From an optimization exercise on the open Yosys and OpenROAD flow, aimed at small area and a short achievable clock period; shortcuts taken in it are not production practice. Only simulation tests tie the RTL to the original design; equivalence was not proved.

<file path="flow/config.mk">
export PLATFORM = sky130hd
export DESIGN_NAME = sort_buffer
export DESIGN_NICKNAME = sort_buffer
export VERILOG_FILES = /design/flow/design.v
export SDC_FILE = /design/flow/constraint.sdc
export NUM_CORES = 8
export LEC_CHECK = 0
export CAP_MARGIN = 20
export CORE_MARGIN = 2
export CORE_UTILIZATION = 30
export SETUP_SLACK_MARGIN = 0.6
export SLEW_MARGIN = 20
</file>
<file path="flow/constraint.sdc">
create_clock -name core_clock -period 12.0 [get_ports {clk}]
set_input_delay 2.4000 -clock core_clock [delete_from_list [all_inputs] [get_ports {clk}]]
set_output_delay 2.4000 -clock core_clock [all_outputs]
set_load 0.01 [all_outputs]
</file>
<file path="flow/design.v">
package sort_pkg;
	localparam int word_w     = 40;    
	localparam int key_w      = 20;    
	localparam int depth      = 5;     
	localparam int count_w    = 3;     
	localparam int idle_limit = 16;    
	localparam int idle_w     = 5;     
	typedef struct packed {
		logic [3:0]       src;     
		logic [13:0]      spare;
		logic [key_w-1:0] key;
		logic [1:0]       tag;
	} sort_fields_t;
	typedef union packed {
		logic [word_w-1:0] raw;
		sort_fields_t      f;
	} sort_word_t;
endpackage
`timescale 1ns/1ps
module sort_key_compare (
	input  sort_pkg::sort_word_t                       data_in,
	input  logic [sort_pkg::depth-1:0][sort_pkg::word_w-1:0] ranks,
	output logic [sort_pkg::depth-1:0]                 less_mask
);
	logic [sort_pkg::key_w-1:0] in_key;
	assign in_key = data_in.f.key;
	genvar i;
	generate
		for (i = 0; i < sort_pkg::depth; i = i + 1) begin : g_cmp
			logic [sort_pkg::key_w-1:0] rank_key;
			assign rank_key     = ranks[i][sort_pkg::key_w+1:2];    
			assign less_mask[i] = (in_key < rank_key);    
		end
	endgenerate
endmodule
`timescale 1ns/1ps
module sort_idle_timer (
	input  logic clk,
	input  logic rst_n,
	input  logic valid_in,
	input  logic ready,
	output logic idle_expired
);
	logic [sort_pkg::idle_w-1:0] idle_cnt;
	logic                        at_limit;
	assign at_limit = (int'(idle_cnt) == sort_pkg::idle_limit);
	always_ff @(posedge clk or negedge rst_n) begin
		if (!rst_n) begin
			idle_cnt <= '0;
		end else if (ready) begin
			if (valid_in) begin
				idle_cnt <= '0;                  
			end else if (!at_limit) begin
				idle_cnt <= idle_cnt + 1'b1;
			end
		end
	end
	assign idle_expired = at_limit;
endmodule
`timescale 1ns/1ps
module sort_rank_store (
	input  logic                                       clk,
	input  logic                                       rst_n,
	input  sort_pkg::sort_word_t                       data_in,
	input  logic                                       valid_in,
	input  logic                                       ready,
	input  logic [sort_pkg::depth-1:0]                 less_mask,
	input  logic                                       idle_expired,
	output logic [sort_pkg::depth-1:0][sort_pkg::word_w-1:0] ranks,
	output sort_pkg::sort_word_t                       data_out,
	output logic                                       valid_out,
	output logic                                       full
);
	logic [sort_pkg::count_w-1:0]               count;
	logic [sort_pkg::count_w-1:0]               count_next;
	logic [sort_pkg::depth-1:0]                 valid_mask;
	logic [sort_pkg::depth-1:0]                 hit_mask;
	int                                         ins_pos;
	logic [sort_pkg::depth-1:0][sort_pkg::word_w-1:0] rank_next;
	sort_pkg::sort_word_t                       out_next;
	logic                                       vout_next;
	assign full = (int'(count) == sort_pkg::depth);
	always_comb begin
		for (int i = 0; i < sort_pkg::depth; i++) begin
			valid_mask[i] = (i < int'(count));
		end
	end
	assign hit_mask = less_mask & valid_mask;
	always_comb begin
		logic found;
		ins_pos = int'(count);
		found   = 1'b0;
		for (int i = 0; i < sort_pkg::depth; i++) begin
			if (hit_mask[i] && !found) begin
				ins_pos = i;
				found   = 1'b1;
			end
		end
	end
	always_comb begin
		rank_next    = ranks;
		count_next   = count;
		out_next.raw = '0;
		vout_next    = 1'b0;
		if (valid_in && !full) begin
			for (int j = 1; j < sort_pkg::depth; j++) begin
				if (j > ins_pos) begin
					rank_next[j] = ranks[j-1];
				end
			end
			rank_next[ins_pos] = data_in.raw;
			count_next         = count + 1'b1;
		end else if (valid_in) begin
			vout_next = 1'b1;
			if (less_mask[0]) begin
				out_next.raw = data_in.raw;         
			end else begin
				out_next.raw = ranks[0];        
				for (int j = 0; j < sort_pkg::depth - 1; j++) begin
					if (j + 1 < ins_pos) begin
						rank_next[j] = ranks[j+1];
					end
				end
				rank_next[ins_pos-1] = data_in.raw;
			end
		end else if (idle_expired && count != '0) begin
			vout_next    = 1'b1;
			out_next.raw = ranks[0];
			for (int j = 0; j < sort_pkg::depth - 1; j++) begin
				rank_next[j] = ranks[j+1];
			end
			count_next = count - 1'b1;
		end
	end
	always_ff @(posedge clk or negedge rst_n) begin
		if (!rst_n) begin
			count     <= '0;
			valid_out <= 1'b0;
			data_out  <= '0;
		end else if (ready) begin
			count     <= count_next;
			valid_out <= vout_next;
			data_out  <= out_next;
		end
	end
	always_ff @(posedge clk) begin
		if (ready) begin
			ranks <= rank_next;    
		end
	end
endmodule
`timescale 1ns/1ps
module sort_buffer (
	input  logic                 clk,
	input  logic                 rst_n,
	input  sort_pkg::sort_word_t data_in,
	input  logic                 valid_in,
	input  logic                 ready,
	output sort_pkg::sort_word_t data_out,
	output logic                 valid_out,
	output logic                 full
);
	logic [sort_pkg::depth-1:0][sort_pkg::word_w-1:0] ranks;
	logic [sort_pkg::depth-1:0]                 less_mask;
	logic                                       idle_expired;
	sort_key_compare sort_key_compare_inst (
		.data_in   (data_in),
		.ranks     (ranks),
		.less_mask (less_mask)
	);
	sort_idle_timer sort_idle_timer_inst (
		.clk          (clk),
		.rst_n        (rst_n),
		.valid_in     (valid_in),
		.ready        (ready),
		.idle_expired (idle_expired)
	);
	sort_rank_store sort_rank_store_inst (
		.clk          (clk),
		.rst_n        (rst_n),
		.data_in      (data_in),
		.valid_in     (valid_in),
		.ready        (ready),
		.less_mask    (less_mask),
		.idle_expired (idle_expired),
		.ranks        (ranks),         
		.data_out     (data_out),
		.valid_out    (valid_out),
		.full         (full)
	);
endmodule
</file>
<file path="flow/run.sh">
#!/bin/bash
# synth_recipe.tcl (not shown) runs the flow's synth.tcl, then flattens the netlist and writes it again
# the make line also repeats each setting of config.mk as NAME=value (left out here)
make -C /OpenROAD-flow-scripts/flow DESIGN_CONFIG=/design/flow/config.mk WORK_HOME=/design/flow/orfs CLKGATE_MAP_FILE= SYNTH_SCRIPT=/design/flow/synth_recipe.tcl finish
</file>
==> results by group, run 1 <==
Clock tree
  • TritonCTS buffer count: 38
  • CTS tree: built
  • Clock Tree Buf Depth: 3
  • Worst-path clk slew: 0.06 ns
  • Worst-Skew Late Latency: 0.69 ns
  • Total clock sinks: 249
  • H-tree Lvls: 2
  • Clock root cell: clkbuf_16

Yosys
  • Synth Instances: 3700
  • Post-synth top area share: 20.8%
  • Post-synthesis cell area: 28900 sq um
  • Synthesis warning total: 2
  • Syn_area_per_cell: between 7 and 8 sq um
  • #FFs+latches synth: between 200 and 250
  • Area contributors post-synth: edfxtp_1, a21oi_1, mux2i_1
  • Number of synthesized flops with an enable pin: 200
  • Most common cell in the netlist: nand2_1
  • Post-synth top cells: nand2_1, a21oi_1, nor2_1
  • Sequential area share after synthesis: 25.1%
  • Synth unique cells: ~110
  • Synth area leader: edfxtp_1
  • Post-synthesis net count: 3870
  • Post-synthesis async set-or-reset flop share: around 20%
  • Ys flop type: edfxtp_1

Route
  • Drt initial violations: 8549
  • Vias: 40700
  • DRT Wirelength: 284000 um
  • Vias per cell: approximately 7.7
  • DRC Markers: 0
  • TritonRoute pass-1 iters: 12
  • DRT antenna net count: 0
  • Routed wire per std cell: 53.9 um

Floorplanning
  • Num ports: 86
  • Row Count: 113
  • Die extent in x: roughly 310 um
  • Die ar.: between 90000 and 100000 sq um
  • Starting Density: 30.3%
  • Placeable Area: 95200 sq um
  • Die H: roughly 310 um

Placement
  • Placer Congestion: 1.13
  • Place WS: -0.549 ns
  • Area after DPL: 33500 sq um
  • Placed wire-length estimate: 210000 um
  • IO buf count: 85

Final layout
  • Layout cells sized above 1: 17.3%
  • Nets: 4085
  • Register area: 7230 sq um
  • Layout area overhead: 21.2%
  • Post-Layout Inst Area: 35000 sq um
  • Area of the multi-input gates: between 20000 and 25000 sq um
  • Filler Cells Inserted: 10000

STA
  • Worst Skew: 0.0721 ns
  • Final worst slack: 0.635 ns
  • Worst hold slack: 0.493 ns
  • Setup Viol. Count Final: 0
  • Actual slew at the worst max-slew pin: 1.32 ns
  • Final hold violations: 0
  • RSZ-0062 raised after global routing: no
  • Final Max Tran Viols: 0
  • Maximum clock rate: 88.0 MHz
  • Final period util: 94.7%
  • Max_slew headroom: between 10% and 20%
  • Minimum clock period: 11.37 ns

Hold path
  • Hold Path Stages: 1
  • Hold Startpoint: sort_rank_store_inst.data_out[0]
  • Min-delay worst type: flip-flop to flip-flop
  • WHS Endpoint: sort_rank_store_inst.data_out[0]

Worst setup path
  • Type of the worst setup path: input pin to flip-flop
  • CP required: 12.35 ns
  • Critical Path Start: data_in[3]
  • CP endpoint kind: flip-flop
  • Crit Reg-Reg Endpoint: sort_rank_store_inst.ranks[36]
  • Crit Reg-Reg Startpoint: sort_rank_store_inst.ranks[19]
  • Worst reg2reg setup slack: 2.42 ns
  • Worst r2r path cells: 31
  • Crit path DAT: about 12 ns
  • Startpoint types: input pin
  • CP max FO: 31

Run
  • Max cap viols: 0

Outcome
  • Status: timing/DRC/antenna clean

GRT
  • First-pass GRT wire length: 366000 um
  • GRT Util Overall: 55.8%
  • Antenna violations before repair: 45
  • Largest net degree at the start of global routing: 118
  • Vias in the first global route: 35800
  • GR Overflow Total: 0
flip-flops by register name, indices dropped and copies added, names as in the netlist:
register                        count
sort_rank_store_inst.ranks        200
sort_rank_store_inst.valid_out      1
sort_idle_timer_inst.idle_cnt       5
sort_rank_store_inst.data_out      40
sort_rank_store_inst.count          3
what timing repair did:
| item | in CTS | in global routing |
|---|---|---|
| setup endpoints to repair | 165 | 200 |
| hold buffers | 0 | 0 |
| hold endpoints to repair | 0 | 0 |
| cloned | 0 | 0 |
| pin swaps | 0 | 1 |
| resized for setup | 2 | 7 |
| setup buffers | 0 | 1 |
worst max-delay path, cell delays in order:
cell             delay [ns]
clkdlybuf4s50_1        0.68
buf_4                  0.31
ha_1                   0.29
a2111oi_0              0.49
o21ai_1                0.45
buf_4                  0.30
a311o_2                0.36
nand4_2                0.17
o31ai_4                0.09
nor2_4                 0.12
buf_4                  0.13
buf_4                  0.41
buf_4                  0.66
ha_1                   0.27
ha_1                   0.19
inv_1                  0.06
ha_1                   0.33
nor4_1                 0.07
ha_1                   0.24
a31o_2                 0.29
a311oi_1               0.40
a21o_1                 0.83
a21oi_1                0.57
o31ai_2                0.38
buf_4                  0.30
o22ai_1                0.15
a211oi_1               0.51
o21ai_0                0.18
placed cells by master, fill, tap and decap left out, drive strengths merged, types with 109 or more instances in the layout:
cell type  synthesis  routed
o21ai            234     234
ha               124     124
nand2            476     476
edfxtp           200     200
mux2i            179     179
a21oi            384     384
nor2             293     293
nand3            109     109
buf               96     422
inv              137     139
area by class of cell:
class                           count  area share, %
Inverter                          138           1.48
Multi-Input combinational cell   2990           57.5
Sequential cell                   249           20.7
Tap cell                         1265           4.53
Timing Repair Buffer              498           11.8
Clock buffer                       49           3.11
Antenna cell                       52          0.372
Clock inverter                     20          0.590
cell families (layout without fill, tap and decap cells):
kind of cell / Yosys count / after routing / share of synthesized area (%)
multiplexers: 226 / 226 / 8.59
adder cells (fa/ha/maj): 126 / 126 / 5.52
buffers and inverters: 461 / 705 / 6.47
flip-flops: 249 / 249 / 25.1
XOR/XNOR: 10 / 10 / 0.304
other: 0 / 52 / 0
AND/OR/NAND/NOR: 1135 / 1135 / 17.7
AO/OA/AOI/OAI: 1493 / 1493 / 36.3
through the flow:
step	cells	TNS (ns)	utilization, %
4_1_cts	5206	0	36.5
6_report	5261	0	36.8
3_5_place_dp	5137	-33.01	35.2
2_1_floorplan	3700	0	-
3_3_place_gp	5137	-24.26	35.2
5_1_grt	5213	0	36.6
worst max-delay path by stage:
stage	endpoint	slack, ns	depth (start not counted)
floorplan	sort_rank_store_inst.ranks[37]	1.44	36
global route	sort_rank_store_inst.ranks[177]	0.65	32
finish	sort_rank_store_inst.ranks[59]	0.63	28
detailed placement	sort_rank_store_inst.ranks[58]	-0.55	30
global placement	sort_rank_store_inst.ranks[58]	-0.53	30
CTS	sort_rank_store_inst.ranks[58]	0.60	30
metal layers:
layer	vias up	part of all wire, %	global-route usage [%]
met3	1418	17	31.9
met5	-	0.099	0.774
met1	19900	36	65.6
met4	32	10	45.0
li1	14900	-	-
met2	4540	37	72.7
==> inputs of run 2 (changes only) <==
==> flow/design.v (replaced) <==
package sort_pkg;
	localparam int word_w     = 40;    
	localparam int key_w      = 20;    
	localparam int depth      = 5;     
	localparam int count_w    = 3;     
	localparam int idle_limit = 16;    
	localparam int idle_w     = 5;     
	typedef struct packed {
		logic [3:0]       src;     
		logic [13:0]      spare;
		logic [key_w-1:0] key;
		logic [1:0]       tag;
	} sort_fields_t;
	typedef union packed {
		logic [word_w-1:0] raw;
		sort_fields_t      f;
	} sort_word_t;
endpackage
`timescale 1ns/1ps
module sort_buffer (
	input  logic                 clk,
	input  logic                 rst_n,
	input  sort_pkg::sort_word_t data_in,
	input  logic                 valid_in,
	input  logic                 ready,
	output sort_pkg::sort_word_t data_out,
	output logic                 valid_out,
	output logic                 full
);
	localparam int ns = sort_pkg::depth + 1;
	localparam int w  = sort_pkg::word_w;
	logic [ns-1:0][w-1:0] slot;        
	logic [ns-1:0]        occ;         
	logic [ns-1:0]        optr;        
	logic [ns-1:0][ns-1:0] prec;       
	logic [sort_pkg::idle_w-1:0] idle_cnt;
	logic                 at_limit;
	logic [ns-1:0]        lt;          
	logic [ns-1:0]        head;        
	logic [ns-1:0]        fsel;        
	logic                 in_first;    
	logic [2:0]           n_occ;
	always_comb begin
		for (int i = 0; i < ns; i++) begin
			lt[i] = (data_in.f.key < slot[i][sort_pkg::key_w+1:2]);
		end
	end
	always_comb begin
		for (int i = 0; i < ns; i++) begin
			head[i] = occ[i];
			for (int j = 0; j < ns; j++) begin
				if (j > i && occ[j] && !prec[i][j]) head[i] = 1'b0;
				if (j < i && occ[j] && prec[j][i]) head[i] = 1'b0;
			end
		end
	end
	always_comb begin
		logic taken;
		taken = 1'b0;
		for (int i = 0; i < ns; i++) begin
			fsel[i] = !occ[i] && !taken;
			if (!occ[i]) taken = 1'b1;
		end
	end
	always_comb begin
		n_occ = '0;
		for (int i = 0; i < ns; i++) n_occ = n_occ + 3'(occ[i]);
	end
	assign full      = (int'(n_occ) == sort_pkg::depth);
	assign in_first  = |(head & lt);
	assign at_limit  = (int'(idle_cnt) == sort_pkg::idle_limit);
	always_comb begin
		data_out = '0;
		for (int i = 0; i < ns; i++) begin
			if (optr[i]) data_out = data_out | slot[i];
		end
	end
	always_ff @(posedge clk or negedge rst_n) begin
		if (!rst_n) begin
			occ       <= '0;
			valid_out <= 1'b0;
			idle_cnt  <= '0;
		end else if (ready) begin
			if (valid_in) begin
				idle_cnt <= '0;
			end else if (!at_limit) begin
				idle_cnt <= idle_cnt + 1'b1;
			end
			if (valid_in && !full) begin
				occ       <= occ | fsel;
				valid_out <= 1'b0;
			end else if (valid_in) begin
				valid_out <= 1'b1;
				if (!in_first) occ <= (occ & ~head) | fsel;
			end else if (at_limit && occ != '0) begin
				valid_out <= 1'b1;
				occ       <= occ & ~head;
			end else begin
				valid_out <= 1'b0;
			end
		end
	end
	always_ff @(posedge clk) begin
		if (ready) begin
			if (valid_in && full) begin
				optr <= in_first ? fsel : head;
			end else if (!valid_in && at_limit && occ != '0) begin
				optr <= head;
			end
		end
	end
	always_ff @(posedge clk) begin
		for (int i = 0; i < ns; i++) begin
			if (ready && valid_in && fsel[i]) slot[i] <= data_in;
		end
	end
	always_ff @(posedge clk) begin
		for (int i = 0; i < ns; i++) begin
			for (int j = i + 1; j < ns; j++) begin
				if (ready && valid_in && fsel[i]) prec[i][j] <= lt[j];
				else if (ready && valid_in && fsel[j]) prec[i][j] <= !lt[i];
			end
		end
	end
endmodule
==> run 2 against run 1 <==
Non-clock buffer count fell by 401. Global-route usage decreased by 40 points. Fmax is 74% higher. Via count is 78% lower. Sequential share of layout area grew 31 points. Highest routed layer unchanged.
==> results by group, run 2 <==
Route
  • DRC Markers: 0
  • DRT Wirelength: 36800 um
  • Vias per cell: 5.17
  • DRT antenna net count: 0
  • Drt initial violations: 861
  • Routed wire per std cell: 21.0 um
  • TritonRoute pass-1 iters: 5
  • Vias: 9063

Worst setup path
  • Startpoint types: flip-flop
  • Crit Reg-Reg Startpoint: occ[0]
  • Worst reg2reg setup slack: about 8 ns
  • Crit path buf inv count: 5
  • CP max stage delay: 0.62 ns
  • Crit Reg-Reg Endpoint: occ[0]
  • Crit-path most repeated cell: inv_1
  • Worst r2r path cells: 13
  • CP max FO: 12
  • Crit path DAT: 4.11 ns
  • Type of the worst setup path: flip-flop to output port
  • CP delay by family, top: adder cells
  • CP endpoint kind: output port
  • CP required: 9.60 ns
  • Worst-path cell chain: fa_1, inv_1, fa_1, inv_1, ha_1, inv_1, fa_1, nand2_1, or2_2, inv_1, clkdlybuf4s50_1
  • Slowest cell on crit path: clkdlybuf4s50_1

Clock tree
  • CTS tree: built
  • Setup bufs post-CTS: 0
  • Total clock sinks: ~270
  • # hold bufs at CTS: 0
  • Clock root cell: clkbuf_16
  • Worst-Skew Late Latency: approximately 0.57 ns
  • TritonCTS buffer count: 30
  • H-tree Lvls: 1
  • Post-CTS resize count: 0
  • Worst-path clk slew: 0.06 ns
  • Clock Tree Buf Depth: 3

STA
  • Max_slew headroom: 38.1%
  • Final worst slack: 5.49 ns
  • TNS Setup: 0 ns
  • RSZ-0062 raised after global routing: no
  • Worst hold slack: about 0.53 ns
  • Setup Viol. Count Final: 0
  • Minimum clock period: 6.51 ns
  • Maximum clock rate: 153 MHz
  • Worst Skew: approximately 0.019 ns
  • Final Max Tran Viols: 0
  • Final hold violations: 0
  • Actual slew at the worst max-slew pin: 0.929 ns
  • Final period util: 54.3%

Floorplanning
  • Row Count: between 70 and 80
  • Die ar.: between 40000 and 50000 sq um
  • Die extent in x: 215 um
  • Starting Density: a little under a third
  • Num ports: 86
  • Placeable Area: 44100 sq um
  • Die H: 215 um

Placement
  • Place WS: 5.78 ns
  • IO buf count: 85
  • Placed wire-length estimate: 24200 um
  • Placer Congestion: 0.866

Final layout
  • Commonest non-fill, non-tap cell in the layout: edfxtp_1
  • Layout cells sized above 1: between 7 and 8%
  • Largest register FFs: 240
  • Antenna diodes: 0
  • Regs by FF count: slot (240), prec (15)
  • Reg with most FFs: slot
  • Layout area overhead: 18.5%
  • Nets: between 1000 and 1500
  • Commonest non-fill, non-tap cells in the layout: edfxtp_1, inv_1, a22oi_1

Hold path
  • Hold Path Stages: 2
  • WHS Endpoint: idle_cnt[1]
  • Min-delay worst type: flip-flop to flip-flop
  • Hold Startpoint: idle_cnt[1]

GRT
  • Largest net degree at the start of global routing: 41
  • Vias in the first global route: 9206
  • GRT Util Overall: 15.8%
  • First-pass GRT wire length: 56400 um
  • GR Overflow Total: 0
  • Antenna violations before repair: 2

Yosys
  • Post-synthesis cell area: 13400 sq um
  • Sequential area share after synthesis: 60.9%
  • Synth Instances: 1044
  • Synthesis warning total: 1
  • Ys flop type: edfxtp_1
  • Post-synth top cells: edfxtp_1, inv_1, a22oi_1
  • Area contributors post-synth: edfxtp_1, ha_1, a22oi_1
  • #FFs+latches synth: 273
  • Post-synth top area share: 58.7%
  • Syn_area_per_cell: roughly 13 sq um
  • Post-synthesis net count: 1211
  • Most common cell in the netlist: edfxtp_1
  • Number of synthesized flops with an enable pin: 261
  • Synth area leader: edfxtp_1
  • Synth unique cells: 64
  • Post-synthesis async set-or-reset flop share: 4.40%

Run
  • Max cap viols: 0

Outcome
  • Status: timing/DRC/antenna clean
-- run 2: cell families (layout without fill, tap and decap cells) --
kind of cell               Yosys count  count (layout)  share of synthesized area, %
xor gates and xnor gates             1               1                        0.0656
buffers and inverters              174             292                          4.95
AOI/OAI and AO/OA                  278             278                          14.9
and+or+nand+nor                    188             188                          6.94
DFF                                273             273                          60.9
muxes                                7               7                         0.562
adders and majority gates          123             123                          11.7
-- run 2: worst max-delay path by stage --
stage,startpoint,to,depth (start not counted)
after floorplan,occ[1],full,11
after global placement,data_in[21],optr[1],10
after detailed placement,data_in[20],optr[1],10
after CTS,occ[0],full,11
after global routing,occ[0],full,11
final,occ[0],full,11
-- run 2: metal layers --
| layer | global-route usage [%] | part of all wire, % | wire [um] | vias up |
|---|---|---|---|---|
| li1 | - | - | - | 4171 |
| met5 | 0 | 0.062 | 23 | - |
| met2 | 26.7 | 47 | 17500 | 270 |
| met4 | 3.75 | 2.0 | 753 | 4 |
| met3 | 2.68 | 6.0 | 2230 | 58 |
| met1 | 21.3 | 44 | 16400 | 4560 |
-- run 2: cell type report --
type	instances	area, sq um
Sequential cell	273	8140
Multi-Input combinational cell	597	4560
Clock inverter	22	168
Fill cell	4391	28300
Inverter	139	522
Clock buffer	34	766
Timing Repair Buffer	97	941
Tap cell	592	741
-- run 2: worst reg2reg max path, delay by kind of cell (launching register included) --
kind	cells	cell delay [ns]
AOI/OAI and AO/OA	4	1.16
buffers and inverters	3	0.17
and+or+nand+nor	2	0.41
DFF	1	0.54
adders and majority gates	4	1.63
-- run 2: stage by stage --
step / instance area [sq um] / std cells / util [%]
after floorplan: 13400 / 1044 / -
after global placement: 14900 / 1698 / 33.8
after detailed placement: 14900 / 1698 / 33.8
after CTS: 15800 / 1754 / 35.9
after global routing: 15800 / 1754 / 35.9
final: 15800 / 1754 / 35.9
==> inputs of run 3 (changes only) <==
--- a/flow/design.v
+++ b/flow/design.v
@@ -40,8 +40,19 @@
 	logic [ns-1:0]        fsel;        
 	logic                 in_first;    
-	logic [2:0]           n_occ;
+	logic                 full_next;
 	always_comb begin
+		logic [sort_pkg::key_w-1:0] g, t, kin, ks;
+		kin = data_in.f.key;
 		for (int i = 0; i < ns; i++) begin
-			lt[i] = (data_in.f.key < slot[i][sort_pkg::key_w+1:2]);
+			ks = slot[i][sort_pkg::key_w+1:2];
+			g  = ~kin & ks;
+			t  = ~kin | ks;
+			for (int s = 1; s < sort_pkg::key_w; s = s * 2) begin
+				for (int k = 0; k + s < sort_pkg::key_w; k = k + 2 * s) begin
+					g[k] = g[k+s] | (t[k+s] & g[k]);
+					t[k] = t[k+s] & t[k];
+				end
+			end
+			lt[i] = g[0];
 		end
 	end
@@ -64,8 +75,14 @@
 	end
 	always_comb begin
-		n_occ = '0;
-		for (int i = 0; i < ns; i++) n_occ = n_occ + 3'(occ[i]);
+		logic seen;
+		seen      = 1'b0;
+		full_next = 1'b0;
+		for (int i = 0; i < ns; i++) begin
+			if (!occ[i] && !fsel[i]) begin
+				full_next = !seen;
+				seen      = 1'b1;
+			end
+		end
 	end
-	assign full      = (int'(n_occ) == sort_pkg::depth);
 	assign in_first  = |(head & lt);
 	assign at_limit  = (int'(idle_cnt) == sort_pkg::idle_limit);
@@ -79,4 +96,5 @@
 		if (!rst_n) begin
 			occ       <= '0;
+			full      <= 1'b0;
 			valid_out <= 1'b0;
 			idle_cnt  <= '0;
@@ -89,4 +107,5 @@
 			if (valid_in && !full) begin
 				occ       <= occ | fsel;
+				full      <= full_next;
 				valid_out <= 1'b0;
 			end else if (valid_in) begin
@@ -96,4 +115,5 @@
 				valid_out <= 1'b1;
 				occ       <= occ & ~head;
+				full      <= 1'b0;
 			end else begin
 				valid_out <= 1'b0;
==> flow/flow/run.sh (new file) <==
#!/bin/bash
set -euo pipefail
bash standard.sh \
	"BUFFER_PORTS_ARGS=-buffer_cell sky130_fd_sc_hd__buf_2" \
	SETUP_SLACK_MARGIN=7 \
	finish > standard_flow.log 2>&1
==> flow/standard.sh (new file) <==
#!/bin/bash
# synth_recipe.tcl (not shown) runs the flow's synth.tcl, then flattens the netlist and writes it again
# the make line also repeats each setting of config.mk as NAME=value (left out here)
make -C /OpenROAD-flow-scripts/flow DESIGN_CONFIG=/design/flow/config.mk WORK_HOME=/design/flow/orfs CLKGATE_MAP_FILE= SYNTH_SCRIPT=/design/flow/synth_recipe.tcl "${@:-finish}"
removed: flow/run.sh
==> run 3 against run 2 <==
Still clean on timing, DRC and antenna. Area after synthesis fell by 6.9%. Die area decreased by 6.7%. Register-to-register slack improved by 0.69 ns.
==> results by group, run 3 <==
Yosys
  • Most common cell in the netlist: edfxtp_1
  • Post-synthesis cell area: ~12000 sq um
  • Synth unique cells: 68
  • Post-synthesis compound-gate area fraction: 19.2%
  • Simple-gate share of the synthesized area: 9.26%
  • Syn_area_per_cell: 12.8 sq um
  • Post-synthesis async set-or-reset flop share: 4.74%
  • Post-synth top cells: edfxtp_1, a22oi_1, inv_1
  • Ys flop type: edfxtp_1
  • Xor/xnor share of the synthesized area: 0.141%
  • Area contributors post-synth: edfxtp_1, a22oi_1, dfrtp_1
  • Number of synthesized flops with an enable pin: 261
  • Synthesis warning total: 1
  • Post-synth top area share: about 63%
  • Post-synthesis net count: about 1000
  • Largest family of logic cells by synthesized area: compound AO/OA/AOI/OAI gates
  • Synth area leader: edfxtp_1
  • Adder and majority gate portion of the synthesized area: around 1.5%
  • Mux share of post-synthesis cell area: 0.523%
  • Synth Instances: 972
  • Sequential area share after synthesis: 65.6%
  • #FFs+latches synth: 274

Route
  • Drt initial violations: 1147
  • DRC Markers: 0
  • DRT antenna net count: 0
  • TritonRoute pass-1 iters: 7
  • Vias: 8886
  • Vias per cell: 5.54
  • Routed wire per std cell: 22.2 um
  • DRT Wirelength: 35700 um

STA
  • Worst Skew: 0.0117 ns
  • Final Max Tran Viols: 0
  • Actual slew at the worst max-slew pin: 0.796 ns
  • Setup Viol. Count Final: 0
  • Final hold violations: 0
  • Max_slew headroom: 46.9%
  • Final period util: approximately 40%
  • RSZ-0062 raised after global routing: no
  • Maximum clock rate: between 200 and 250 MHz
  • TNS Setup: 0 ns
  • Minimum clock period: 4.90 ns

Outcome
  • Status: timing/DRC/antenna clean

Placement
  • Placed wire-length estimate: 21600 um
  • Placer Congestion: 0.866
  • Area after DPL: 13400 sq um
  • IO buf count: 85
  • Cell Count Post-Placement: 1551

Final layout
  • Layout area overhead: 15.6%
  • Commonest non-fill, non-tap cells in the layout: edfxtp_1, a22oi_1, buf_2
  • Regs by FF count: slot (240), prec (15)
  • Commonest non-fill, non-tap cell in the layout: edfxtp_1
  • Reg with most FFs: slot
  • Largest register FFs: 240
  • Layout cells sized above 1: 15.6%
  • Nets: 1097
  • Post-Layout Inst Area: 14400 sq um
  • Non-Filler Instances: 1605

GRT
  • First-pass GRT wire length: 54600 um
  • Antenna violations before repair: 4
  • GRT Util Overall: roughly 16%
  • GR Overflow Total: 0
  • Vias in the first global route: 8838
  • Largest net degree at the start of global routing: 47

Clock tree
  • Clock Tree Buf Depth: 3
  • # hold bufs at CTS: 0
  • TritonCTS buffer count: 28
  • CTS tree: built
  • Total clock sinks: 274
  • Worst-Skew Late Latency: 0.57 ns
  • Clock root cell: clkbuf_16
  • H-tree Lvls: 1
  • Worst-path clk slew: 0.06 ns

Worst setup path
  • CP max stage delay: 0.63 ns
  • CP required: 12.32 ns
  • Type of the worst setup path: input pin to flip-flop
  • Slowest cell on crit path: or4_4
  • CP max FO: 12
  • Startpoint types: input pin
  • CP delay by family, top: compound AO/OA/AOI/OAI gates
  • CP endpoint kind: flip-flop
  • Crit path buf inv count: 2
  • Crit path DAT: approximately 5.2 ns
  • Worst-path cell chain: buf_2, inv_1, a22o_1, a222oi_1, nand4_1, o211ai_1, o22ai_1, or4_4, and3_4, mux2_4

Floorplanning
  • Die extent in x: 208 um
  • Num ports: 86
  • Starting Density: 30.4%
  • Die ar.: 43100 sq um
  • Die H: slightly above 200 um
  • Placeable Area: around 40000 sq um
  • Row Count: 74

Run
  • Max cap viols: 0

Hold path
  • Min-delay worst type: flip-flop to flip-flop
## run 3: metrics by stage
stage / utilization (%) / hold slack [ns] / setup slack [ns]
after CTS: 35.0 / 0.535 / 7.04
after global placement: 32.8 / 0.511 / 6.50
after floorplan: - / 0.496 / 6.89
after global routing: 35.2 / 0.572 / 7.01
after detailed placement: 32.8 / 0.524 / 6.44
final: 35.2 / 0.526 / 7.10
## run 3: worst paths after layout
path                        startpoint           to  slack [ns]  cells after the start
setup / recovery           data_in[11]      optr[1]        7.10                     10
hold / removal               valid_out    valid_out        0.53                      2
setup reg to reg              slot[92]      optr[1]        8.66                      9
hold reg to reg              valid_out    valid_out        0.53                      2
max in group asynchronous        rst_n       occ[2]       10.04                      1
min in group asynchronous        rst_n  idle_cnt[2]        1.72                      1
## run 3: final cells by class
cell class | count | area (sq um)
antenna | 1 | 2.50
sequential | 274 | 8160
tap | 532 | 666
fill | 4026 | 26500
clock inverter | 17 | 183
timing repair buffer | 98 | 533
multi-input combinational | 579 | 3850
clock buffer | 35 | 727
inverter | 69 | 263
## run 3: kinds of logic after synthesis
kind of cell	Yosys count
flops	274
compound gates	334
fa+ha+maj	18
buf+inv	119
simple gates	219
mux	6
xor+xnor	2
## run 3: worst reg2reg max path, delay by kind of cell (launching register included)
family / cells / cell delay [ns]
AOI/OAI and AO/OA: 4 / 1.08
adders and majority gates: 1 / 0.31
DFF: 1 / 0.44
muxes: 1 / 0.30
and+or+nand+nor: 3 / 0.96
## run 3: per-layer routing
metal	vias up	wire [um]	global-route usage, %
met5	-	40	0
li1	4027	-	-
met3	66	2830	3.98
met1	4420	15900	22.7
met4	6	760	3.69
met2	367	16200	25.4
## run 3: repair_timing
item / CTS / global route
endpoints found under the setup margin: 0 / 6
gates resized for setup: 0 / 13
endpoints found under the hold margin: 0 / 0
buffers inserted: 0 / 1
==> inputs of run 4 (changes only) <==
==> flow/design.v (replaced) <==
package sort_pkg;
	localparam int word_w     = 40;    
	localparam int key_w      = 20;    
	localparam int depth      = 5;     
	localparam int count_w    = 3;     
	localparam int idle_limit = 16;    
	localparam int idle_w     = 5;     
	typedef struct packed {
		logic [3:0]       src;     
		logic [13:0]      spare;
		logic [key_w-1:0] key;
		logic [1:0]       tag;
	} sort_fields_t;
	typedef union packed {
		logic [word_w-1:0] raw;
		sort_fields_t      f;
	} sort_word_t;
endpackage
`timescale 1ns/1ps
module sort_buffer (
	input  logic                 clk,
	input  logic                 rst_n,
	input  sort_pkg::sort_word_t data_in,
	input  logic                 valid_in,
	input  logic                 ready,
	output sort_pkg::sort_word_t data_out,
	output logic                 valid_out,
	output logic                 full
);
	localparam int ns = sort_pkg::depth;
	localparam int w  = sort_pkg::word_w;
	localparam int kw = sort_pkg::key_w;
	logic [ns-1:0][w-1:0]  slot;       
	logic [ns-1:0]         occ;        
	logic [ns-1:0][ns-1:0] prec;       
	logic [sort_pkg::idle_w-1:0] idle_cnt;
	logic                  at_limit;
	logic                  drain;
	logic [ns-1:0]         lt;         
	logic [ns-1:0]         head;       
	logic [ns-1:0]         fsel;       
	logic [ns-1:0]         wsel;       
	logic                  in_first;   
	logic                  wr;         
	logic [w-1:0]          head_rec;
	always_comb begin
		logic [kw-1:0] g, t, kin, ks;
		kin = data_in.f.key;
		for (int i = 0; i < ns; i++) begin
			ks = slot[i][kw+1:2];
			g  = ~kin & ks;
			t  = ~kin | ks;
			for (int s = 1; s < kw; s = s * 2) begin
				for (int k = 0; k + s < kw; k = k + 2 * s) begin
					g[k] = g[k+s] | (t[k+s] & g[k]);
					t[k] = t[k+s] & t[k];
				end
			end
			lt[i] = g[0];
		end
	end
	always_comb begin
		for (int i = 0; i < ns; i++) begin
			head[i] = occ[i];
			for (int j = 0; j < ns; j++) begin
				if (j > i && occ[j] && !prec[i][j]) head[i] = 1'b0;
				if (j < i && occ[j] && prec[j][i]) head[i] = 1'b0;
			end
		end
	end
	always_comb begin
		logic taken;
		taken = 1'b0;
		for (int i = 0; i < ns; i++) begin
			fsel[i] = !occ[i] && !taken;
			if (!occ[i]) taken = 1'b1;
		end
	end
	always_comb begin
		head_rec = '0;
		for (int i = 0; i < ns; i++) begin
			if (head[i]) head_rec = head_rec | slot[i];
		end
	end
	assign in_first = |(head & lt);
	assign at_limit = (int'(idle_cnt) == sort_pkg::idle_limit);
	assign drain    = !valid_in && at_limit && occ != '0;
	assign wsel     = full ? head : fsel;
	assign wr       = ready && valid_in && !(full && in_first);
	always_ff @(posedge clk or negedge rst_n) begin
		if (!rst_n) begin
			occ       <= '0;
			full      <= 1'b0;
			valid_out <= 1'b0;
			idle_cnt  <= '0;
		end else if (ready) begin
			if (valid_in) begin
				idle_cnt <= '0;
			end else if (!at_limit) begin
				idle_cnt <= idle_cnt + 1'b1;
			end
			if (valid_in && !full) begin
				occ       <= occ | fsel;
				full      <= &(occ | fsel);
				valid_out <= 1'b0;
			end else if (valid_in) begin
				valid_out <= 1'b1;
			end else if (drain) begin
				valid_out <= 1'b1;
				occ       <= occ & ~head;
				full      <= 1'b0;
			end else begin
				valid_out <= 1'b0;
			end
		end
	end
	always_ff @(posedge clk) begin
		if (ready) begin
			data_out <= (valid_in && in_first) ? data_in : head_rec;
		end
	end
	always_ff @(posedge clk) begin
		for (int i = 0; i < ns; i++) begin
			if (wr && wsel[i]) slot[i] <= data_in;
		end
	end
	always_ff @(posedge clk) begin
		for (int i = 0; i < ns; i++) begin
			for (int j = i + 1; j < ns; j++) begin
				if (wr && wsel[i]) prec[i][j] <= lt[j];
				else if (wr && wsel[j]) prec[i][j] <= !lt[i];
			end
		end
	end
endmodule
==> run 4 against run 3 <==
Clock-buffer cell count decreased by 4. Highest routed layer unchanged. Critical endpoint is now data_out[9]. First-iteration DRC count down 23%. Final area decreased by 1.6%. Wire length shrank 12%.
==> results by group, run 4 <==
Outcome
  • Status: timing/DRC/antenna clean

Yosys
  • Synth area leader: edfxtp_1
  • Synth Instances: 847
  • Synthesis warning total: 1
  • Number of synthesized flops with an enable pin: 250
  • Synth unique cells: 71
  • Post-synth top cells: edfxtp_1, nand2_1, a22oi_1
  • Post-synthesis cell area: about 12000 sq um
  • Sequential area share after synthesis: 65.4%
  • Most common cell in the netlist: edfxtp_1
  • Syn_area_per_cell: 14.1 sq um
  • Post-synthesis net count: 893
  • #FFs+latches synth: about 260
  • Post-synthesis async set-or-reset flop share: 4.58%
  • Ys flop type: edfxtp_1
  • Post-synth top area share: 62.8%
  • Area contributors post-synth: edfxtp_1, mux2_4, a222oi_1

Worst setup path
  • CP max FO: 20
  • Startpoint types: input pin
  • Crit Reg-Reg Endpoint: prec[13]
  • CP endpoint kind: flip-flop
  • Crit path DAT: between 5 and 6 ns
  • Crit Reg-Reg Startpoint: occ[3]
  • Worst r2r path cells: 8
  • Type of the worst setup path: input pin to flip-flop
  • CP required: 12.29 ns
  • Worst reg2reg setup slack: 8.72 ns

GRT
  • GR Overflow Total: 0
  • GRT Util Overall: between 10% and 20%
  • First-pass GRT wire length: 47500 um
  • Antenna violations before repair: 3
  • Vias in the first global route: 7786
  • Largest net degree at the start of global routing: 46

Final layout
  • Non-Filler Instances: between 1000 and 1500
  • Largest register FFs: 200
  • Layout area overhead: 18.6%
  • Util after Layout: 35.8%
  • Antenna diodes: 0
  • Reg with most FFs: slot
  • Commonest non-fill, non-tap cells in the layout: edfxtp_1, buf_2, nand2_1
  • Regs by FF count: slot (200), data_out (40), prec (10)
  • Nets: 992
  • Commonest non-fill, non-tap cell in the layout: edfxtp_1
  • Layout cells sized above 1: 23.6%
  • Filler Cells Inserted: 3812

Route
  • DRT antenna net count: 0
  • TritonRoute pass-1 iters: 5
  • Routed wire per std cell: 21.1 um
  • DRT Wirelength: 31500 um
  • DRC Markers: 0
  • Vias: 7807
  • Drt initial violations: 883
  • Vias per cell: between 5 and 6

Hold path
  • Hold Startpoint: idle_cnt[4]
  • WHS Endpoint: idle_cnt[4]
  • Min-delay worst type: flip-flop to flip-flop
  • Hold Path Stages: 1

STA
  • Final period util: approximately two fifths
  • Worst Skew: between 0.01 and 0.015 ns
  • Maximum clock rate: about 210 MHz
  • Actual slew at the worst max-slew pin: 0.839 ns
  • RSZ-0062 raised after global routing: yes
  • Minimum clock period: between 4 and 5 ns
  • Max_slew headroom: between 40% and 50%
  • Setup Viol. Count Final: 0
  • Final Max Tran Viols: 0
  • TNS Setup: 0 ns
  • Final hold violations: 0

Run
  • Max cap viols: 0

Clock tree
  • # hold bufs at CTS: 0
  • Clock Tree Buf Depth: 3
  • CTS tree: built
  • Worst-path clk slew: approximately 0.060 ns
  • Total clock sinks: 262
  • TritonCTS buffer count: 29
  • Worst-Skew Late Latency: roughly 0.55 ns
  • Clock root cell: clkbuf_16
  • H-tree Lvls: 1

Floorplanning
  • Placeable Area: 39500 sq um
  • Starting Density: 30.2%
  • Die H: 204 um
  • Row Count: 73
  • Die ar.: between 40000 and 50000 sq um
  • Die extent in x: 204 um
  • Num ports: 86

Placement
  • IO buf count: 85
  • Placer Congestion: just over 0.8
  • Placed wire-length estimate: 18900 um
  • Cell Count Post-Placement: 1428
## run 4: cell types whose count changed in the layout (fill, tap and decap cells not counted), sizes merged, moves of 23 or more
cell    previous run  this run
nand3             54         7
nand2             41        71
a22oi            130        53
mux2               1        40
inv               68        45
a222oi            16        43
## run 4: kinds of logic (layout without fill, tap and decap cells)
family,after synthesis,in the layout,share of synthesized area [%]
compound gates,226,226,14.9
mux,40,40,5.03
simple gates,204,206,8.94
flops,262,262,65.4
fa+ha+maj,29,29,2.53
xor+xnor,2,2,0.147
buf+inv,84,204,3.13
## run 4: worst max-delay path, stage by stage
cell and delay (ns):
buf_2 0.17, inv_1 0.16, a22o_1 0.26, a2111oi_2 0.45
o2111ai_1 0.21, o21ai_2 0.27, or2_1 0.21, nand3_2 0.27
nand2_8 0.37, mux2_4 0.36
## run 4: routing by layer
metal	global-route usage, %	up-vias	part of all wire, %	wire, um
met5	0	-	0.067	21
met4	4.54	4	2.3	741
met3	2.19	49	5.8	1820
met2	24.3	266	47	14800
met1	20.4	3901	45	14100
li1	-	3587	-	-
## run 4: how the worst max path moves through the flow
stage / start / endpoint
after detailed placement: data_in[14] / slot[15]
after global placement: data_in[2] / slot[22]
final: data_in[14] / data_out[9]
after CTS: data_in[15] / prec[13]
after global routing: data_in[14] / data_out[9]
after floorplan: data_in[8] / prec[8]
## run 4: metrics by stage
stage / cell area (sq um) / hold WS (ns) / setup WS, ns
floorplan: 12000 / 0.499 / 6.85
global placement: 13000 / 0.520 / 6.12
detailed placement: 13000 / 0.524 / 5.94
CTS: 14100 / 0.539 / 6.99
global route: 14200 / 0.573 / 6.96
finish: 14200 / 0.542 / 7.15
## run 4: final cells by class
| type | instances | area (sq um) | area share, % |
|---|---|---|---|
| timing repair buffer | 105 | 599 | 4.23 |
| clock buffer | 31 | 733 | 5.18 |
| multi-input combinational | 503 | 3860 | 27.3 |
| inverter | 45 | 181 | 1.28 |
| sequential | 262 | 7810 | 55.1 |
| tap | 525 | 657 | 4.64 |
| clock inverter | 23 | 322 | 2.27 |
## run 4: repair_timing
item / in CTS / in global routing
hold endpoints to repair: 0 / 0
pin swaps: 2 / 3
cloned: 1 / 1
buffers inserted: 2 / 8
resized for setup: 8 / 7
endpoints found under the setup margin: 159 / 139
==> inputs of run 5 (changes only) <==
--- a/flow/design.v
+++ b/flow/design.v
@@ -83,5 +83,18 @@
 		end
 	end
-	assign in_first = |(head & lt);
+	always_comb begin
+		logic [kw-1:0] g, t, kin, ks;
+		kin = data_in.f.key;
+		ks  = head_rec[kw+1:2];
+		g   = ~kin & ks;
+		t   = ~kin | ks;
+		for (int s = 1; s < kw; s = s * 2) begin
+			for (int k = 0; k + s < kw; k = k + 2 * s) begin
+				g[k] = g[k+s] | (t[k+s] & g[k]);
+				t[k] = t[k+s] & t[k];
+			end
+		end
+		in_first = g[0];
+	end
 	assign at_limit = (int'(idle_cnt) == sort_pkg::idle_limit);
 	assign drain    = !valid_in && at_limit && occ != '0;
==> flow/flow/run.sh (replaced) <==
#!/bin/bash
# The standard layout (standard.sh) with these changes:
#  - synthesis is the standard flow's script, with abc run from flow/abc.script (here a
#    copy of ORFS's abc_speed.script) through flow/synth.tcl;
#  - the port buffers are buf_2 cells (buffer_ports otherwise picks a slow
#    clock delay cell);
#  - the timing repair aims for a larger setup margin, and its total
#    negative slack pass covers the worst 10% of endpoints;
#  - clock tree synthesis clusters up to 30 sinks per clkbuf_16 and adds no
#    dummy loads.
set -euo pipefail
here=$(pwd)
export FLOW_ABC_SCRIPT=$here/flow/abc.script
bash standard.sh \
	SYNTH_SCRIPT=$here/flow/synth.tcl \
	"BUFFER_PORTS_ARGS=-buffer_cell sky130_fd_sc_hd__buf_2" \
	SETUP_SLACK_MARGIN=7.5 \
	TNS_END_PERCENT=10 \
	"CTS_ARGS=-sink_clustering_enable -repair_clock_nets -sink_clustering_size 30 -sink_clustering_max_diameter 100 -buf_list sky130_fd_sc_hd__clkbuf_16 -dont_use_dummy_load" \
	finish > standard_flow.log 2>&1
==> flow/flow/abc.script (new file) <==
&get -n
&st
&dch
&nf
&st
&syn2
&if -g -K 6
&synch2
&nf
&st
&syn2
&if -g -K 6
&synch2
&nf
&st
&syn2
&if -g -K 6
&synch2
&nf
&st
&syn2
&if -g -K 6
&synch2
&nf
&st
&syn2
&if -g -K 6
&synch2
&nf
&put
buffer -c
topo
stime -c
upsize -c
dnsize -c
==> flow/flow/synth.tcl (new file) <==
# The standard synthesis script (synth_recipe.tcl), with one change: the
# combinational mapping runs abc with the script in flow/abc.script instead
# of ORFS's abc_speed.script. Registers are mapped before abc, as in the
# standard synthesis, so they keep their cells and names.
proc synth {args} { yosys synth -nofsm -noshare {*}$args }
proc abc {args} {
  set i [lsearch $args -script]
  if {$i >= 0} { lset args [expr {$i + 1}] $::env(FLOW_ABC_SCRIPT) }
  yosys abc {*}$args
}
source $::env(SCRIPTS_DIR)/synth.tcl
# left out here: clear keep_hierarchy, flatten, clean up, hide names made inside functions, write 1_2_yosys.v
--- a/flow/config.mk
+++ b/flow/config.mk
@@ -8,5 +8,5 @@
 export CAP_MARGIN = 20
 export CORE_MARGIN = 2
-export CORE_UTILIZATION = 30
+export CORE_UTILIZATION = 60
 export SETUP_SLACK_MARGIN = 0.6
 export SLEW_MARGIN = 20
==> run 5 against run 4 <==
Worst setup slack improved by 0.30 ns. Clock skew increased by 0.013 ns. Critical path depth decreased by 2. Wire length about the same. Area after synthesis increased by 4.8%. Cell count decreased by 11%. Clock-buffer cell count decreased by 19. Sequential share of layout area increased by 0.94 points. Sequential cell count unchanged. First-iteration DRC count increased by 5.3%. Critical path type unchanged.
==> results by group, run 5 <==
Outcome
  • Status: timing/DRC/antenna clean

Final layout
  • Commonest non-fill, non-tap cells in the layout: edfxtp_1, buf_2, nand2_1
  • Filler Cells Inserted: 1490
  • Reg with most FFs: slot
  • Layout area overhead: 11.3%
  • Layout cells sized above 1: 20.9%
  • Antenna diodes: 0
  • Largest register FFs: 200
  • Register area: 7810 sq um
  • Regs by FF count: slot (200), data_out (40), prec (10)
  • Nets: approximately 1100
  • Area of the multi-input gates: 4490 sq um
  • Commonest non-fill, non-tap cell in the layout: edfxtp_1

Worst setup path
  • Worst r2r path cells: 10
  • CP required: 12.25 ns
  • CP max stage delay: 0.58 ns
  • Crit path DAT: 4.80 ns
  • Worst reg2reg setup slack: roughly 7.6 ns
  • Worst-path cell chain: buf_2, inv_4, a2bb2o_1, o32ai_2, a31oi_1, o211ai_4, o21a_2, mux2_4
  • Startpoint types: input pin
  • Slowest cell on crit path: o21a_2
  • Type of the worst setup path: input pin to flip-flop
  • CP max FO: 13
  • CP endpoint kind: flip-flop

Yosys
  • Ys flop type: edfxtp_1
  • Synthesis warning total: 1
  • Number of synthesized flops with an enable pin: 250
  • Post-synthesis async set-or-reset flop share: 4.58%
  • Most common cell in the netlist: edfxtp_1
  • Synth unique cells: 84
  • Post-synth top area share: 60.0%
  • Post-synthesis net count: 1023
  • Syn_area_per_cell: 12.8 sq um
  • Area contributors post-synth: edfxtp_1, maj3_1, dfrtp_1
  • Synth Instances: 977
  • Synth area leader: edfxtp_1
  • Post-synthesis cell area: approximately 13000 sq um
  • Sequential area share after synthesis: 62.4%
  • Post-synth top cells: edfxtp_1, nand2_1, nand3_1
  • #FFs+latches synth: 262

Clock tree
  • Worst-Skew Late Latency: roughly 0.50 ns
  • Worst-path clk slew: between 0.1 and 0.15 ns
  • CTS tree: built
  • TritonCTS buffer count: 12
  • Clock Tree Buf Depth: 3
  • H-tree Lvls: 1
  • Clock root cell: clkbuf_16
  • Total clock sinks: between 200 and 300

Floorplanning
  • Row Count: 52
  • Die H: 148 um
  • Die ar.: 22000 sq um
  • Die extent in x: 148 um
  • Starting Density: 61.5%
  • Num ports: 86
  • Placeable Area: 20400 sq um

STA
  • TNS Setup: 0 ns
  • RSZ-0062 raised after global routing: yes
  • Worst Skew: ~0.027 ns
  • Final Max Tran Viols: 0
  • Max_slew headroom: 23.2%
  • Final hold violations: 0
  • Maximum clock rate: 220 MHz
  • Setup Viol. Count Final: 0
  • Worst hold slack: 0.534 ns
  • Minimum clock period: between 4 and 5 ns
  • Final period util: 37.9%
  • Actual slew at the worst max-slew pin: 1.15 ns

Run
  • Max cap viols: 0

GRT
  • GR Overflow Total: 0
  • Largest net degree at the start of global routing: 51
  • GRT Util Overall: about 28%
  • Antenna violations before repair: 0
  • First-pass GRT wire length: 46900 um
  • Vias in the first global route: 8239

Placement
  • Placed wire-length estimate: 19300 um
  • IO buf count: 85
  • Placer Congestion: about 0.90

Route
  • Vias per cell: 6.59
  • Drt initial violations: 930
  • DRC Markers: 0
  • Routed wire per std cell: 23.7 um
  • DRT antenna net count: 0
  • DRT Wirelength: 31500 um
  • Vias: 8770
  • TritonRoute pass-1 iters: 6

Hold path
  • Min-delay worst type: flip-flop to flip-flop
  • Hold Path Stages: 2
## run 5: logic make-up after synthesis
family                   Yosys count  share of synthesized area, %
adder cells (fa/ha/maj)           38                          3.09
AND/OR/NAND/NOR                  276                          11.4
multiplexers                      30                          3.08
AO/OA/AOI/OAI                    271                          16.2
buffers and inverters             98                          3.66
flip-flops                       262                          62.4
XOR/XNOR                           2                         0.140
## run 5: final cells by class
class                      count  share of cell area, %
tap                          270                   2.43
multi-input combinational    619                   32.2
clock buffer                  12                   2.16
timing repair buffer         115                   5.38
sequential                   262                   56.1
inverter                      51                   1.72
timing repair inverter         1                 0.0449
## run 5: worst max-delay path: cells and delay by family
kind            cells  cell delay [ns]
compound gates      5             1.73
mux                 1             0.35
buf+inv             2             0.31
## run 5: what timing repair did
action	in CTS	in global routing
hold endpoints to repair	0	0
setup endpoints to repair	239	201
hold buffers	0	0
buffers inserted	5	9
pin swaps	5	15
gates resized for setup	28	63
cloned	2	2
## run 5: per-stage QoR
step / utilization (%) / setup slack (ns) / cell area (sq um) / instances
2_1_floorplan: - / 6.86 / 12600 / 977
3_3_place_gp: 64.7 / 6.21 / 13200 / 1300
3_5_place_dp: 64.7 / 6.15 / 13200 / 1300
4_1_cts: 66.9 / 7.38 / 13600 / 1319
5_1_grt: 68.4 / 7.38 / 13900 / 1330
6_report: 68.4 / 7.45 / 13900 / 1330
## run 5: layer usage
metal	vias up	track usage, %	share of wire, %	wire length [um]
li1	4010	-	-	-
met1	4260	40.8	42	13200
met2	442	44.0	47	14700
met3	58	4.33	8.7	2760
met4	0	8.00	2.8	870
met5	-	0	0	0
## run 5: worst paths after layout
kind,from,endpoint
worst max-delay path,data_in[21],data_out[25]
worst min-delay path,valid_out,valid_out
worst max register to register,occ[0],data_out[25]
worst min register to register,valid_out,valid_out
max in group asynchronous,rst_n,occ[3]
min in group asynchronous,rst_n,occ[0]
==> inputs of run 6 (changes only) <==
--- a/flow/design.v
+++ b/flow/design.v
@@ -17,4 +17,23 @@
 	} sort_word_t;
 endpackage
+`timescale 1ns/1ps
+module sort_key_compare (
+	input  logic [sort_pkg::key_w-1:0] in_key,
+	input  logic [sort_pkg::key_w-1:0] key,
+	output logic                       lt
+);
+	always_comb begin
+		logic [sort_pkg::key_w-1:0] g, t;
+		g = ~in_key & key;
+		t = ~in_key | key;
+		for (int s = 1; s < sort_pkg::key_w; s = s * 2) begin
+			for (int k = 0; k + s < sort_pkg::key_w; k = k + 2 * s) begin
+				g[k] = g[k+s] | (t[k+s] & g[k]);
+				t[k] = t[k+s] & t[k];
+			end
+		end
+		lt = g[0];
+	end
+endmodule
 `timescale 1ns/1ps
 module sort_buffer (
@@ -83,18 +102,9 @@
 		end
 	end
-	always_comb begin
-		logic [kw-1:0] g, t, kin, ks;
-		kin = data_in.f.key;
-		ks  = head_rec[kw+1:2];
-		g   = ~kin & ks;
-		t   = ~kin | ks;
-		for (int s = 1; s < kw; s = s * 2) begin
-			for (int k = 0; k + s < kw; k = k + 2 * s) begin
-				g[k] = g[k+s] | (t[k+s] & g[k]);
-				t[k] = t[k+s] & t[k];
-			end
-		end
-		in_first = g[0];
-	end
+	sort_key_compare sort_key_compare_inst (
+		.in_key   (data_in.f.key),
+		.key      (head_rec[kw+1:2]),
+		.lt       (in_first)
+	);
 	assign at_limit = (int'(idle_cnt) == sort_pkg::idle_limit);
 	assign drain    = !valid_in && at_limit && occ != '0;
--- a/flow/flow/run.sh
+++ b/flow/flow/run.sh
@@ -15,5 +15,5 @@
 	SYNTH_SCRIPT=$here/flow/synth.tcl \
 	"BUFFER_PORTS_ARGS=-buffer_cell sky130_fd_sc_hd__buf_2" \
-	SETUP_SLACK_MARGIN=7.5 \
+	SETUP_SLACK_MARGIN=8 \
 	TNS_END_PERCENT=10 \
 	"CTS_ARGS=-sink_clustering_enable -repair_clock_nets -sink_clustering_size 30 -sink_clustering_max_diameter 100 -buf_list sky130_fd_sc_hd__clkbuf_16 -dont_use_dummy_load" \
--- a/flow/config.mk
+++ b/flow/config.mk
@@ -11,2 +11,3 @@
 export SETUP_SLACK_MARGIN = 0.6
 export SLEW_MARGIN = 20
+export SYNTH_HIERARCHICAL = 1
==> run 6 against run 5 <==
Still clean. Clock-buffer cell count unchanged. Register-to-register slack improved by 0.19 ns. Sequential share of layout area decreased by 0.21 points. Fmax increased by 5.3%. Sequential cell count unchanged. Synthesized cell count decreased by 5.9%. Utilization increased by 3.7 points. Clock skew increased by 0.024 ns. Critical endpoint is now prec[19].
==> results by group, run 6 <==
Final layout
  • Largest register FFs: 200
  • Filler Cells Inserted: 1332
  • Commonest non-fill, non-tap cells in the layout: edfxtp_1, buf_2, nor2_1
  • Reg with most FFs: slot
  • Commonest non-fill, non-tap cell in the layout: edfxtp_1
  • Non-Filler Instances: 1318
  • Antenna diodes: 0
  • Regs by FF count: slot (200), data_out (40), prec (10)
  • Post-Layout Inst Area: 14000 sq um
  • Layout cells sized above 1: 23.4%
  • Nets: 1101
  • Layout area overhead: 18.3%

Worst setup path
  • Type of the worst setup path: input pin to flip-flop
  • Crit path buf inv count: 3
  • Worst-path cell chain: buf_12, nor2b_4, or4_4, nor4b_4, o311a_1, a211o_4, a21oi_4, buf_12, nand2_8, inv_16, or3_1, o21ai_1
  • CP max stage delay: 0.56 ns
  • Startpoint types: input pin
  • Slowest cell on crit path: or4_4
  • CP required: 12.34 ns
  • Crit-path most repeated cell: buf_12
  • Crit path DAT: around 4.7 ns
  • CP delay by family, top: simple AND/OR/NAND/NOR gates
  • CP endpoint kind: flip-flop
  • CP max FO: 6
  • Worst reg2reg setup slack: 7.74 ns

Route
  • DRT Wirelength: 32300 um
  • DRT antenna net count: 0
  • DRC Markers: 0
  • Drt initial violations: 1301
  • Vias: 8968
  • Routed wire per std cell: 24.5 um
  • Vias per cell: around 7
  • TritonRoute pass-1 iters: 10

Yosys
  • Area contributors post-synth: edfxtp_1, a222oi_1, a22oi_1
  • Post-synthesis async set-or-reset flop share: 4.58%
  • Post-synth top area share: 63.5%
  • Synth Instances: 919
  • Post-synth top cells: edfxtp_1, nand2_1, nor2_1
  • Synth unique cells: 70
  • Ys flop type: edfxtp_1
  • Most common cell in the netlist: edfxtp_1
  • Post-synthesis net count: between 900 and 1000
  • Number of synthesized flops with an enable pin: 250
  • Sequential area share after synthesis: between 60 and 70%
  • Syn_area_per_cell: between 10 and 15 sq um
  • Synth area leader: edfxtp_1
  • Post-synthesis cell area: 11800 sq um
  • Synthesis warning total: 8
  • #FFs+latches synth: 262

STA
  • Maximum clock rate: 231 MHz
  • Worst Skew: 0.0513 ns
  • RSZ-0062 raised after global routing: yes
  • Max_slew headroom: around 45%
  • Final period util: 36.0%
  • Actual slew at the worst max-slew pin: 0.818 ns
  • TNS Setup: 0 ns
  • Final hold violations: 0
  • Setup Viol. Count Final: 0
  • Final Max Tran Viols: 0
  • Minimum clock period: roughly 4.3 ns

Clock tree
  • # hold bufs at CTS: 0
  • TritonCTS buffer count: 12
  • Total clock sinks: 262
  • H-tree Lvls: 1
  • Clock root cell: clkbuf_16
  • Worst-path clk slew: 0.11 ns
  • Clock Tree Buf Depth: 3
  • CTS tree: built
  • Worst-Skew Late Latency: 0.50 ns

Outcome
  • Status: timing/DRC/antenna clean

Hold path
  • Min-delay worst type: flip-flop to flip-flop

Floorplanning
  • Die extent in x: 144 um
  • Die ar.: 20800 sq um
  • Row Count: 51
  • Placeable Area: 19400 sq um
  • Num ports: 86
  • Starting Density: between 60% and 70%
  • Die H: between 100 and 150 um

GRT
  • Vias in the first global route: 8499
  • GR Overflow Total: 0
  • Largest net degree at the start of global routing: 63
  • Antenna violations before repair: 1
  • GRT Util Overall: 30.2%
  • First-pass GRT wire length: about 47000 um

Run
  • Max cap viols: 0

Placement
  • Cell Count Post-Placement: roughly 1200
  • Placed wire-length estimate: 18200 um
  • Area after DPL: 12500 sq um
  • Placer Congestion: 0.940
  • IO buf count: 85
[run 6: Yosys stat by module (local to each module, per instance)]
module	flip-flops and latches	area (sq um)
sort_buffer	262	11400
sort_key_compare	0	392
[run 6: logic make-up after synthesis]
kind of cell    synth area share (%)
compound gates                  19.9
simple gates                    8.97
buf+inv                         3.71
mux                           0.0847
fa+ha+maj                       1.25
flops                           66.1
[run 6: path summary, 6_finish.rpt]
| kind | startpoint | end | cells after the start |
|---|---|---|---|
| max | data_in[21] | prec[19] | 12 |
| min | valid_out | valid_out | 2 |
| max reg2reg | occ[3] | prec[19] | 17 |
| min reg2reg | valid_out | valid_out | 2 |
| max in group asynchronous | rst_n | occ[1] | 1 |
| min in group asynchronous | rst_n | occ[0] | 1 |
[run 6: area by class of cell]
cell class	instances	area, sq um	area share, %
inverter	69	290	2.08
timing repair inverter	15	118	0.841
multi-input combinational	548	3870	27.7
clock buffer	12	300	2.15
timing repair buffer	147	1260	9.05
tap	265	332	2.37
sequential	262	7810	55.9
[run 6: worst reg2reg max path: stages (launching register included)]
cell	delay (ns)
dfrtp_1	0.49
inv_1	0.13
a2bb2oi_1	0.18
o2111a_2	0.41
buf_6	0.34
a222oi_1	0.19
nand2_1	0.27
nor2b_4	0.06
or4_4	0.56
nor4b_4	0.27
o311a_1	0.23
a211o_4	0.14
a21oi_4	0.07
buf_12	0.19
nand2_8	0.14
inv_16	0.04
or3_1	0.32
o21ai_1	0.08
[run 6: per-stage QoR]
step	util [%]	setup slack, ns	hold WS (ns)
6_report	72.1	7.68	0.523
3_3_place_gp	64.5	6.24	0.479
5_1_grt	72.1	7.63	0.585
3_5_place_dp	64.5	6.17	0.505
4_1_cts	70.4	7.68	0.534
2_1_floorplan	-	7.19	0.497
[run 6: what timing repair did]
action,CTS,global route
cloned,16,2
endpoints found under the setup margin,260,260
buffers inserted,40,13
pin swaps,10,9
resized for setup,67,38
[run 6: metal layers]
metal	track usage (%)	routed length, um	share of wire, %
met5	0	13	0.040
met4	10.5	1070	3.3
met3	3.94	2990	9.3
met2	50.4	15500	48
met1	41.4	12700	39

-- what the ideal ports hide --
The results above use ideal ports. As a check the final layouts listed here were re-extracted and re-timed, cells and wires unchanged. Step 1 (the two cells are an assumption about what drives the block):
set clk [get_ports {clk}]
set_driving_cell -lib_cell sky130_fd_sc_hd__clkbuf_16 $clk
set_driving_cell -lib_cell sky130_fd_sc_hd__buf_2 [delete_from_list [all_inputs] $clk]
Step 2 also shifts input and output timing later by t, the mid clock arrival at the registers, as if the neighbouring blocks saw the same clock. Slacks: ideal / step 1 / step 2; pairs: ideal / step 1.
| run | t, ns | slack for setup (ns) | hold WS [ns] | worst setup path at the end | slew at the worst register clock pin (ns) |
|---|---|---|---|---|---|
| run 1 | 0.734 | 0.635 / 0.681 / -0.053 | 0.493 / 0.493 / 0.493 | input to register | 0.08 / 0.08 |
| run 2 | 0.617 | 5.485 / 5.428 / 5.776 | 0.529 / 0.529 / 0.529 | input to register | 0.07 / 0.07 |
| run 3 | 0.617 | 7.104 / 7.087 / 6.470 | 0.526 / 0.526 / 0.526 | input to register | 0.07 / 0.07 |
| run 4 | 0.591 | 7.152 / 7.181 / 6.590 | 0.542 / 0.542 / 0.542 | input to register | 0.06 / 0.06 |
| run 5 | 0.528 | 7.450 / 7.478 / 6.950 | 0.534 / 0.534 / 0.534 | input to register | 0.11 / 0.11 |
| run 6 | 0.520 | 7.679 / 7.657 / 7.137 | 0.523 / 0.523 / 0.523 | input to register | 0.12 / 0.12 |
Met with ideal ports but missed after step 2: setup timing in run 1. The setup slack of run 1, which loses most, moves by +0.046 ns with the drivers and by -0.688 ns with both steps.
